Background: an optimization exercise with open tools, aiming at small area, a short achievable clock period and few clock cycles per item. Do not read the settings as production practice.
In this exercise RTL edits were held to simulation tests only and were not proved equivalent to the original.

==> run a: inputs <==
==> flow/design.v <==
package pop_pkg;
  localparam int PriceW     = 32;
  localparam int DiscW      = 17;
  localparam int ModeW      = 2;
  localparam int CfgIdxW    = 2;
  localparam int CfgDataW   = 32;
  localparam int MaxPathLen = 1024;
  typedef enum logic [ModeW-1:0] {
    PopCall     = 2'd0,
    PopLookback = 2'd1,
    PopBarrier  = 2'd2,
    PopCompound = 2'd3
  } pop_mode_e;
  typedef enum logic [CfgIdxW-1:0] {
    RegPayoffMode     = 2'd0,
    RegStrikeLevel    = 2'd1,
    RegSecondLevel    = 2'd2,
    RegDiscountFactor = 2'd3
  } pop_reg_e;
  typedef enum logic [2:0] {
    StIdle,
    StLbMul,
    StLbSub,
    StDisc,
    StRound,
    StDivPrep,
    StDiv,
    StCmp
  } pop_state_e;
endpackage
module path_option_payoff #(
  parameter int MAX_PATH_LEN = pop_pkg::MaxPathLen
) (
  input  logic                       clk_i,
  input  logic                       rst_ni,
  input  logic                       sample_valid_i,
  output logic                       sample_ready_o,
  input  logic [pop_pkg::PriceW-1:0] sample_price_i,
  input  logic                       sample_last_i,
  output logic                       result_valid_o,
  input  logic                       result_ready_i,
  output logic [pop_pkg::PriceW-1:0] result_payoff_o,
  output logic                       result_crossed_o,
  input  logic                       cfg_valid_i,
  output logic                       cfg_ready_o,
  input  logic [pop_pkg::CfgIdxW-1:0] cfg_index_i,
  input  logic [pop_pkg::CfgDataW-1:0] cfg_data_i
);
  localparam int CntW = $clog2(MAX_PATH_LEN + 1);
  localparam int SumW = 32 + CntW;
  logic [1:0]  mode_q;
  logic [31:0] strike_q;
  logic [31:0] second_q;
  logic [16:0] disc_q;
  assign cfg_ready_o = 1'b1;
  always_ff @(posedge clk_i or negedge rst_ni) begin
    if (!rst_ni) begin
      mode_q   <= 2'd0;
      strike_q <= '0;
      second_q <= '0;
      disc_q   <= 17'd65536;
    end else if (cfg_valid_i) begin
      case (cfg_index_i)
        2'd0: mode_q   <= cfg_data_i[1:0];
        2'd1: strike_q <= cfg_data_i;
        2'd2: second_q <= cfg_data_i;
        default: disc_q <= cfg_data_i[16:0];
      endcase
    end
  end
  logic m_look, m_comp, m_bar;
  assign m_look = (mode_q == 2'd1);
  assign m_bar  = (mode_q == 2'd2);
  assign m_comp = (mode_q == 2'd3);
  logic        s_mul1_q, s_sub_q, s_mul2_q, s_div_q, s_done_q;
  logic        s_idle;
  logic [4:0]  step_q;
  logic [31:0] xn_q;
  logic [31:0] b_q;
  logic        bx_q, by_q;
  logic [32:0] acc_q;
  logic        pcr_q;
  logic        post_idle;
  assign s_idle    = !(s_mul1_q || s_sub_q || s_mul2_q || s_div_q || s_done_q);
  assign post_idle = s_idle || (s_done_q && result_ready_i);
  logic        rdy_q;
  logic [31:0] x;
  logic        lst;
  assign sample_ready_o = rdy_q;
  assign x   = sample_price_i;
  assign lst = sample_last_i;
  logic [31:0]     min_q;
  logic [CntW-1:0] cnt_q;
  logic            first_q;    
  logic            pend_q;     
  logic [31:0]     ex_q;       
  logic            ab_q;       
  logic            v2_q;       
  logic            first2_q;   
  logic take, proc;
  assign take = pend_q && post_idle;
  assign proc = sample_valid_i && rdy_q;
  logic [32:0] diff;
  logic        above;
  logic        cnt_ok;
  logic [31:0] ex_d;
  always_comb begin
    diff   = {1'b0, x} - {1'b0, second_q};
    above  = !diff[32] && (diff[31:0] != '0);
    cnt_ok = first_q || !cnt_q[CntW-1];
    if (!proc)                     ex_d = '0;
    else if (!m_comp)              ex_d = x;
    else if (diff[32] || !cnt_ok)  ex_d = '0;
    else                           ex_d = diff[31:0];
  end
  always_ff @(posedge clk_i) begin
    ex_q <= ex_d;
    ab_q <= proc && above;
    if (proc) begin
      min_q <= (first_q || (x < min_q)) ? x : min_q;
      cnt_q <= first_q ? CntW'(1) : (cnt_q + CntW'(!cnt_q[CntW-1]));
    end
  end
  logic            clr2;
  logic [SumW-1:0] sum_q;
  logic [SumW-1:0] sum_n;
  logic            cr_q;
  logic            cr_n;
  assign clr2  = v2_q && first2_q;
  assign sum_n = ((clr2 || (v2_q && !m_comp)) ? '0 : sum_q) + SumW'(ex_q);
  assign cr_n  = (cr_q && !clr2) || ab_q;
  always_ff @(posedge clk_i) begin
    sum_q <= sum_n;
    cr_q  <= cr_n;
  end
  logic pend_d, rdy_d;
  logic s_idle_d;
  assign pend_d = (proc && lst) || (pend_q && !take);
  assign rdy_d  = !(pend_d && !s_idle_d);
  always_ff @(posedge clk_i or negedge rst_ni) begin
    if (!rst_ni) begin
      rdy_q    <= 1'b1;
      first_q  <= 1'b1;
      pend_q   <= 1'b0;
      v2_q     <= 1'b0;
      first2_q <= 1'b0;
    end else begin
      rdy_q    <= rdy_d;
      pend_q   <= pend_d;
      v2_q     <= proc;
      first2_q <= proc && first_q;
      if (proc) first_q <= lst;
    end
  end
  logic [31:0] mul_m;
  logic        mlast_q;    
  logic [3:0]  dig_d;
  logic        bm_d;
  logic        one0, two0, neg0, one1, two1, neg1;
  logic [33:0] row0, row1;
  logic [37:0] t;
  always_ff @(posedge clk_i) begin
    if (s_sub_q)       mul_m <= sd[31:0];
    if (s_sub_q)       qz_q  <= sneg;
    else if (!s_mul2_q) mul_m <= second_q;
  end
  always_comb begin
    if (s_mul1_q || s_mul2_q) begin
      dig_d = ((s_mul1_q && (step_q[2:0] == 3'd7)) || (s_mul2_q && qz_q)) ? 4'd0 : b_q[7:4];
      bm_d  = b_q[3] && !(s_mul2_q && qz_q);
    end else begin
      dig_d = s_sub_q ? (sneg ? 4'd0 : disc_q[3:0]) : min_q[3:0];
      bm_d  = 1'b0;
    end
  end
  always_ff @(posedge clk_i) begin
    one0 <= dig_d[0] ^ bm_d;
    two0 <= (dig_d[1] && !dig_d[0] && !bm_d) || (!dig_d[1] && dig_d[0] && bm_d);
    neg0 <= dig_d[1] && !(dig_d[0] && bm_d);
    one1 <= dig_d[2] ^ dig_d[1];
    two1 <= (dig_d[3] && !dig_d[2] && !dig_d[1]) || (!dig_d[3] && dig_d[2] && dig_d[1]);
    neg1 <= dig_d[3] && !(dig_d[2] && dig_d[1]);
  end
  always_comb begin
    row0 = ((one0 ? {2'b0, mul_m} : 34'd0) | (two0 ? {1'b0, mul_m, 1'b0} : 34'd0)) ^ {34{neg0}};
    row1 = ((one1 ? {2'b0, mul_m} : 34'd0) | (two1 ? {1'b0, mul_m, 1'b0} : 34'd0)) ^ {34{neg1}};
    t    = {{5{acc_q[32]}}, acc_q}
         + {{4{row0[33]}}, row0}
         + {{2{row1[33]}}, row1, 2'b0}
         + 38'(neg0)
         + {35'd0, neg1, 2'b0};
  end
  logic sat_q;
  logic [10:0] dv;
  logic [9:0]  r0, r1, r2;
  logic [1:0]  qb;
  logic [10:0] s1, s2;
  logic [11:0] d1, d2;
  assign dv = xn_q[10:0];
  always_comb begin
    r0 = acc_q[9:0];
    s1 = {r0, bx_q};
    d1 = {1'b0, s1} - {1'b0, dv};
    qb[1] = !d1[11];
    r1 = qb[1] ? d1[9:0] : s1[9:0];
    s2 = {r1, b_q[31]};
    d2 = {1'b0, s2} - {1'b0, dv};
    qb[0] = !d2[11];
    r2 = qb[0] ? d2[9:0] : s2[9:0];
  end
  logic [31:0] sa, sb;
  logic        scin;
  logic        szero;
  logic [32:0] sd;
  logic [31:0] sres;
  logic        sneg;
  logic        qz_q;
  always_comb begin
    if (m_comp) begin
      sa    = strike_q;
      sb    = b_q;
      scin  = by_q;
      szero = 1'b0;
    end else if (m_look) begin
      sa    = xn_q;
      sb    = {acc_q[11:0], b_q[31:12]};
      scin  = 1'b0;
      szero = (acc_q[32:12] != '0);
    end else begin
      sa    = xn_q;
      sb    = strike_q;
      scin  = 1'b0;
      szero = m_bar && pcr_q;
    end
    sd   = {1'b0, sa} - {1'b0, sb} - 33'(scin);
    sneg = sd[32] || szero;
    sres = sneg ? '0 : sd[31:0];
  end
  logic mul_last, div_last;
  assign mul_last = s_mul1_q ? mlast_q : (step_q[2:0] == 3'd4);
  assign div_last = (step_q == 5'd16);
  logic n_mul1, n_sub, n_mul2, n_div, n_done;
  always_comb begin
    n_mul1 = (take && m_look) || (s_mul1_q && !mul_last);
    n_div  = (take && m_comp) || (s_div_q && !div_last);
    n_sub  = (take && !m_look && !m_comp) || (s_mul1_q && mul_last) || (s_div_q && div_last);
    n_mul2 = (s_sub_q && !m_comp) || (s_mul2_q && !mul_last);
    n_done = (s_sub_q && m_comp) || (s_mul2_q && mul_last) || (s_done_q && !result_ready_i && !take);
    s_idle_d = !(n_mul1 || n_div || n_sub || n_mul2 || n_done);
  end
  always_ff @(posedge clk_i or negedge rst_ni) begin
    if (!rst_ni) begin
      s_mul1_q <= 1'b0;
      s_sub_q  <= 1'b0;
      s_mul2_q <= 1'b0;
      s_div_q  <= 1'b0;
      s_done_q <= 1'b0;
      step_q   <= '0;
      mlast_q  <= 1'b0;
    end else begin
      s_mul1_q <= n_mul1;
      s_sub_q  <= n_sub;
      s_mul2_q <= n_mul2;
      s_div_q  <= n_div;
      s_done_q <= n_done;
      mlast_q <= s_mul1_q && (step_q[2:0] == 3'd7);
      if (s_sub_q || (s_mul1_q && mul_last) || (s_div_q && div_last) || !(s_mul1_q || s_mul2_q || s_div_q))
        step_q <= '0;
      else
        step_q <= step_q + 5'd1;
    end
  end
  always_ff @(posedge clk_i) begin
    if (take) begin
      pcr_q <= cr_n;
      sat_q <= 1'b0;
      xn_q  <= m_comp ? {21'd0, cnt_q} : sum_n[31:0];
    end else if (s_mul2_q && mul_last) begin
      sat_q <= t[32];
      xn_q  <= t[31:0];
    end else if (s_sub_q && m_comp) begin
      xn_q  <= sres;
    end
  end
  always_ff @(posedge clk_i) begin
    if (s_mul1_q || s_mul2_q) begin
      acc_q <= t[36:4];
      b_q   <= {t[3:0], b_q[31:4]};
    end else if (s_sub_q) begin
      acc_q <= 33'h0_0000_8000;
      b_q   <= {15'd0, disc_q};
    end else if (s_div_q) begin
      acc_q[9:0]  <= r2;
      {bx_q, b_q, by_q} <= {b_q, by_q, qb};
    end else begin
      b_q   <= m_comp ? sum_n[31:0] : min_q;
      bx_q  <= sum_n[32];
      by_q  <= 1'b0;
      acc_q <= m_comp ? {24'd0, sum_n[SumW-1:33]} : 33'h0_0000_7FFF;
    end
  end
  assign result_valid_o   = s_done_q;
  assign result_payoff_o  = xn_q | {32{sat_q}};
  assign result_crossed_o = pcr_q;
endmodule
==> flow/flow/run.sh <==
#!/bin/bash
set -euo pipefail
bash standard.sh SETUP_SLACK_MARGIN=6.3 finish > standard.log 2>&1
==> flow/standard.sh <==
#!/bin/bash
# synth_recipe.tcl (not shown) runs the flow's synth.tcl, then flattens the netlist and writes it again
# the make line also repeats each setting of config.mk as NAME=value (left out here)
make -C /OpenROAD-flow-scripts/flow DESIGN_CONFIG=/design/flow/config.mk WORK_HOME=/design/flow/orfs CLKGATE_MAP_FILE= SYNTH_SCRIPT=/design/flow/synth_recipe.tcl "${@:-finish}"
==> flow/config.mk <==
export PLATFORM = sky130hd
export DESIGN_NAME = path_option_payoff
export DESIGN_NICKNAME = path_option_payoff
export VERILOG_FILES = /design/flow/design.v
export SDC_FILE = /design/flow/constraint.sdc
export NUM_CORES = 4
export LEC_CHECK = 0
export CAP_MARGIN = 20
export CORE_MARGIN = 2
export CORE_UTILIZATION = 55
export SETUP_SLACK_MARGIN = 5
export SLEW_MARGIN = 20
==> flow/constraint.sdc <==
create_clock -name core_clock -period 11.0 [get_ports {clk_i}]
set_input_delay 2.2000 -clock core_clock [delete_from_list [all_inputs] [get_ports {clk_i}]]
set_output_delay 2.2000 -clock core_clock [all_outputs]
set_load 0.01 [all_outputs]
==> run b: changes against run a <==
--- a/flow/design.v
+++ b/flow/design.v
@@ -79,5 +79,5 @@
   logic [31:0] b_q;
   logic        bx_q, by_q;
-  logic [32:0] acc_q;
+  logic [31:0] acc_q;
   logic        pcr_q;
   logic        post_idle;
@@ -85,20 +85,28 @@
   assign post_idle = s_idle || (s_done_q && result_ready_i);
   logic        rdy_q;
-  logic [31:0] x;
-  logic        lst;
+  logic [31:0] x_q;
+  logic        v_q;
+  logic        lst_q;
+  logic        acc_s;
   assign sample_ready_o = rdy_q;
-  assign x   = sample_price_i;
-  assign lst = sample_last_i;
+  assign acc_s = sample_valid_i && rdy_q;
+  always_ff @(posedge clk_i) begin
+    if (rdy_q) begin
+      x_q   <= sample_price_i;
+      lst_q <= sample_last_i;
+    end
+  end
   logic [31:0]     min_q;
+  logic            cr_q;
   logic [CntW-1:0] cnt_q;
   logic            first_q;    
   logic            pend_q;     
   logic [31:0]     ex_q;       
-  logic            ab_q;       
   logic            v2_q;       
   logic            first2_q;   
-  logic take, proc;
+  logic take, blk, proc;
   assign take = pend_q && post_idle;
-  assign proc = sample_valid_i && rdy_q;
+  assign blk  = pend_q && !post_idle;
+  assign proc = v_q && !blk;
   logic [32:0] diff;
   logic        above;
@@ -106,9 +114,9 @@
   logic [31:0] ex_d;
   always_comb begin
-    diff   = {1'b0, x} - {1'b0, second_q};
+    diff   = {1'b0, x_q} - {1'b0, second_q};
     above  = !diff[32] && (diff[31:0] != '0);
     cnt_ok = first_q || !cnt_q[CntW-1];
     if (!proc)                     ex_d = '0;
-    else if (!m_comp)              ex_d = x;
+    else if (!m_comp)              ex_d = x_q;
     else if (diff[32] || !cnt_ok)  ex_d = '0;
     else                           ex_d = diff[31:0];
@@ -116,29 +124,25 @@
   always_ff @(posedge clk_i) begin
     ex_q <= ex_d;
-    ab_q <= proc && above;
     if (proc) begin
-      min_q <= (first_q || (x < min_q)) ? x : min_q;
+      min_q <= (first_q || (x_q < min_q)) ? x_q : min_q;
+      cr_q  <= (cr_q && !first_q) || above;
       cnt_q <= first_q ? CntW'(1) : (cnt_q + CntW'(!cnt_q[CntW-1]));
     end
   end
-  logic            clr2;
   logic [SumW-1:0] sum_q;
   logic [SumW-1:0] sum_n;
-  logic            cr_q;
-  logic            cr_n;
-  assign clr2  = v2_q && first2_q;
-  assign sum_n = ((clr2 || (v2_q && !m_comp)) ? '0 : sum_q) + SumW'(ex_q);
-  assign cr_n  = (cr_q && !clr2) || ab_q;
+  assign sum_n = ((v2_q && (first2_q || !m_comp)) ? '0 : sum_q) + SumW'(ex_q);
   always_ff @(posedge clk_i) begin
     sum_q <= sum_n;
-    cr_q  <= cr_n;
-  end
-  logic pend_d, rdy_d;
+  end
+  logic pend_d, v_d, rdy_d;
   logic s_idle_d;
-  assign pend_d = (proc && lst) || (pend_q && !take);
-  assign rdy_d  = !(pend_d && !s_idle_d);
+  assign pend_d = (proc && lst_q) || (pend_q && !take);
+  assign v_d    = acc_s || (v_q && blk);
+  assign rdy_d  = !(v_d && pend_d && !s_idle_d);
   always_ff @(posedge clk_i or negedge rst_ni) begin
     if (!rst_ni) begin
       rdy_q    <= 1'b1;
+      v_q      <= 1'b0;
       first_q  <= 1'b1;
       pend_q   <= 1'b0;
@@ -147,49 +151,23 @@
     end else begin
       rdy_q    <= rdy_d;
+      v_q      <= v_d;
       pend_q   <= pend_d;
       v2_q     <= proc;
       first2_q <= proc && first_q;
-      if (proc) first_q <= lst;
+      if (proc) first_q <= lst_q;
     end
   end
   logic [31:0] mul_m;
-  logic        mlast_q;    
-  logic [3:0]  dig_d;
-  logic        bm_d;
-  logic        one0, two0, neg0, one1, two1, neg1;
-  logic [33:0] row0, row1;
-  logic [37:0] t;
-  always_ff @(posedge clk_i) begin
-    if (s_sub_q)       mul_m <= sd[31:0];
-    if (s_sub_q)       qz_q  <= sneg;
-    else if (!s_mul2_q) mul_m <= second_q;
-  end
-  always_comb begin
-    if (s_mul1_q || s_mul2_q) begin
-      dig_d = ((s_mul1_q && (step_q[2:0] == 3'd7)) || (s_mul2_q && qz_q)) ? 4'd0 : b_q[7:4];
-      bm_d  = b_q[3] && !(s_mul2_q && qz_q);
-    end else begin
-      dig_d = s_sub_q ? (sneg ? 4'd0 : disc_q[3:0]) : min_q[3:0];
-      bm_d  = 1'b0;
-    end
-  end
-  always_ff @(posedge clk_i) begin
-    one0 <= dig_d[0] ^ bm_d;
-    two0 <= (dig_d[1] && !dig_d[0] && !bm_d) || (!dig_d[1] && dig_d[0] && bm_d);
-    neg0 <= dig_d[1] && !(dig_d[0] && bm_d);
-    one1 <= dig_d[2] ^ dig_d[1];
-    two1 <= (dig_d[3] && !dig_d[2] && !dig_d[1]) || (!dig_d[3] && dig_d[2] && dig_d[1]);
-    neg1 <= dig_d[3] && !(dig_d[2] && dig_d[1]);
-  end
-  always_comb begin
-    row0 = ((one0 ? {2'b0, mul_m} : 34'd0) | (two0 ? {1'b0, mul_m, 1'b0} : 34'd0)) ^ {34{neg0}};
-    row1 = ((one1 ? {2'b0, mul_m} : 34'd0) | (two1 ? {1'b0, mul_m, 1'b0} : 34'd0)) ^ {34{neg1}};
-    t    = {{5{acc_q[32]}}, acc_q}
-         + {{4{row0[33]}}, row0}
-         + {{2{row1[33]}}, row1, 2'b0}
-         + 38'(neg0)
-         + {35'd0, neg1, 2'b0};
-  end
-  logic sat_q;
+  logic [3:0]  dig;
+  logic [35:0] t;
+  assign mul_m = s_mul1_q ? second_q : {15'd0, disc_q};
+  assign dig   = b_q[3:0];
+  assign t     = {4'd0, acc_q}
+               + (dig[0] ? {4'd0, mul_m}        : 36'd0)
+               + (dig[1] ? {3'd0, mul_m, 1'b0}  : 36'd0)
+               + (dig[2] ? {2'd0, mul_m, 2'b0}  : 36'd0)
+               + (dig[3] ? {1'd0, mul_m, 3'b0}  : 36'd0);
+  logic [31:0] mul_res;
+  assign mul_res = t[20] ? '1 : {t[19:0], b_q[31:20]};
   logic [10:0] dv;
   logic [9:0]  r0, r1, r2;
@@ -214,6 +192,4 @@
   logic [32:0] sd;
   logic [31:0] sres;
-  logic        sneg;
-  logic        qz_q;
   always_comb begin
     if (m_comp) begin
@@ -224,7 +200,7 @@
     end else if (m_look) begin
       sa    = xn_q;
-      sb    = {acc_q[11:0], b_q[31:12]};
+      sb    = {acc_q[15:0], b_q[31:16]};
       scin  = 1'b0;
-      szero = (acc_q[32:12] != '0);
+      szero = (acc_q[31:16] != '0);
     end else begin
       sa    = xn_q;
@@ -234,9 +210,8 @@
     end
     sd   = {1'b0, sa} - {1'b0, sb} - 33'(scin);
-    sneg = sd[32] || szero;
-    sres = sneg ? '0 : sd[31:0];
+    sres = (sd[32] || szero) ? '0 : sd[31:0];
   end
   logic mul_last, div_last;
-  assign mul_last = s_mul1_q ? mlast_q : (step_q[2:0] == 3'd4);
+  assign mul_last = (step_q[2:0] == 3'd7);
   assign div_last = (step_q == 5'd16);
   logic n_mul1, n_sub, n_mul2, n_div, n_done;
@@ -257,5 +232,4 @@
       s_done_q <= 1'b0;
       step_q   <= '0;
-      mlast_q  <= 1'b0;
     end else begin
       s_mul1_q <= n_mul1;
@@ -264,5 +238,4 @@
       s_div_q  <= n_div;
       s_done_q <= n_done;
-      mlast_q <= s_mul1_q && (step_q[2:0] == 3'd7);
       if (s_sub_q || (s_mul1_q && mul_last) || (s_div_q && div_last) || !(s_mul1_q || s_mul2_q || s_div_q))
         step_q <= '0;
@@ -273,10 +246,8 @@
   always_ff @(posedge clk_i) begin
     if (take) begin
-      pcr_q <= cr_n;
-      sat_q <= 1'b0;
+      pcr_q <= cr_q;
       xn_q  <= m_comp ? {21'd0, cnt_q} : sum_n[31:0];
     end else if (s_mul2_q && mul_last) begin
-      sat_q <= t[32];
-      xn_q  <= t[31:0];
+      xn_q  <= mul_res;
     end else if (s_sub_q && m_comp) begin
       xn_q  <= sres;
@@ -285,9 +256,9 @@
   always_ff @(posedge clk_i) begin
     if (s_mul1_q || s_mul2_q) begin
-      acc_q <= t[36:4];
+      acc_q <= t[35:4];
       b_q   <= {t[3:0], b_q[31:4]};
     end else if (s_sub_q) begin
-      acc_q <= 33'h0_0000_8000;
-      b_q   <= {15'd0, disc_q};
+      acc_q <= 32'h0000_8000;
+      b_q   <= sres;
     end else if (s_div_q) begin
       acc_q[9:0]  <= r2;
@@ -297,9 +268,9 @@
       bx_q  <= sum_n[32];
       by_q  <= 1'b0;
-      acc_q <= m_comp ? {24'd0, sum_n[SumW-1:33]} : 33'h0_0000_7FFF;
+      acc_q <= m_comp ? {23'd0, sum_n[SumW-1:33]} : 32'h0000_7FFF;
     end
   end
   assign result_valid_o   = s_done_q;
-  assign result_payoff_o  = xn_q | {32{sat_q}};
+  assign result_payoff_o  = xn_q;
   assign result_crossed_o = pcr_q;
 endmodule
==> flow/run.sh (new file) <==
#!/bin/bash
# synth_recipe.tcl (not shown) runs the flow's synth.tcl, then flattens the netlist and writes it again
# the make line also repeats each setting of config.mk as NAME=value (left out here)
make -C /OpenROAD-flow-scripts/flow DESIGN_CONFIG=/design/flow/config.mk WORK_HOME=/design/flow/orfs CLKGATE_MAP_FILE= SYNTH_SCRIPT=/design/flow/synth_recipe.tcl finish
removed: flow/flow/run.sh
removed: flow/standard.sh
==> notes <==
Of run b and run a, run b has the higher first-iteration DRC count (gap 1.9%, measured against run a).
In run a the synthesized cell count is larger than in run b, by 4.6%.
Via count: run b is smaller than run a (about 3.8%).
In run a the clock-buffer cell count is lower than in run b, by 6.
Testbench counts of run a, summed over its fixed seeds: cycles 68,614, paths 2,560.
Testbench counts of run b, summed over its fixed seeds: cycles 70,838, paths 2,560.

what the ideal ports hide:
In the flow no input, the clock included, has a driving cell. The finished layouts below were timed again as built, in two steps.
Step 1 sets driving cells, clkbuf_16 on the clock port and buf_2 on the other inputs (assumed; they add their load-dependent delay and slew).
Step 2, shift: input delay + t, output delay - t, t = (earliest + latest rising clock arrival at the registers) / 2. This alone moves slack from input paths to output paths.
Three values: ideal, step 1, step 2; two values: the first two.
| run | t (ns) | setup WS [ns] | worst setup path after step 2 | worst data-port slew with drivers (ns) |
|---|---|---|---|---|
| run a | 0.639 | 6.126 / 6.126 / 5.666 | input to register | 0.05 |
| run b | 0.633 | 5.218 / 5.218 / 5.218 | register to register | 0.10 |
After both steps every run listed still meets setup and hold. For run a, which loses most, drivers alone change the setup slack by 0.000 ns; drivers and shift together by -0.460 ns.
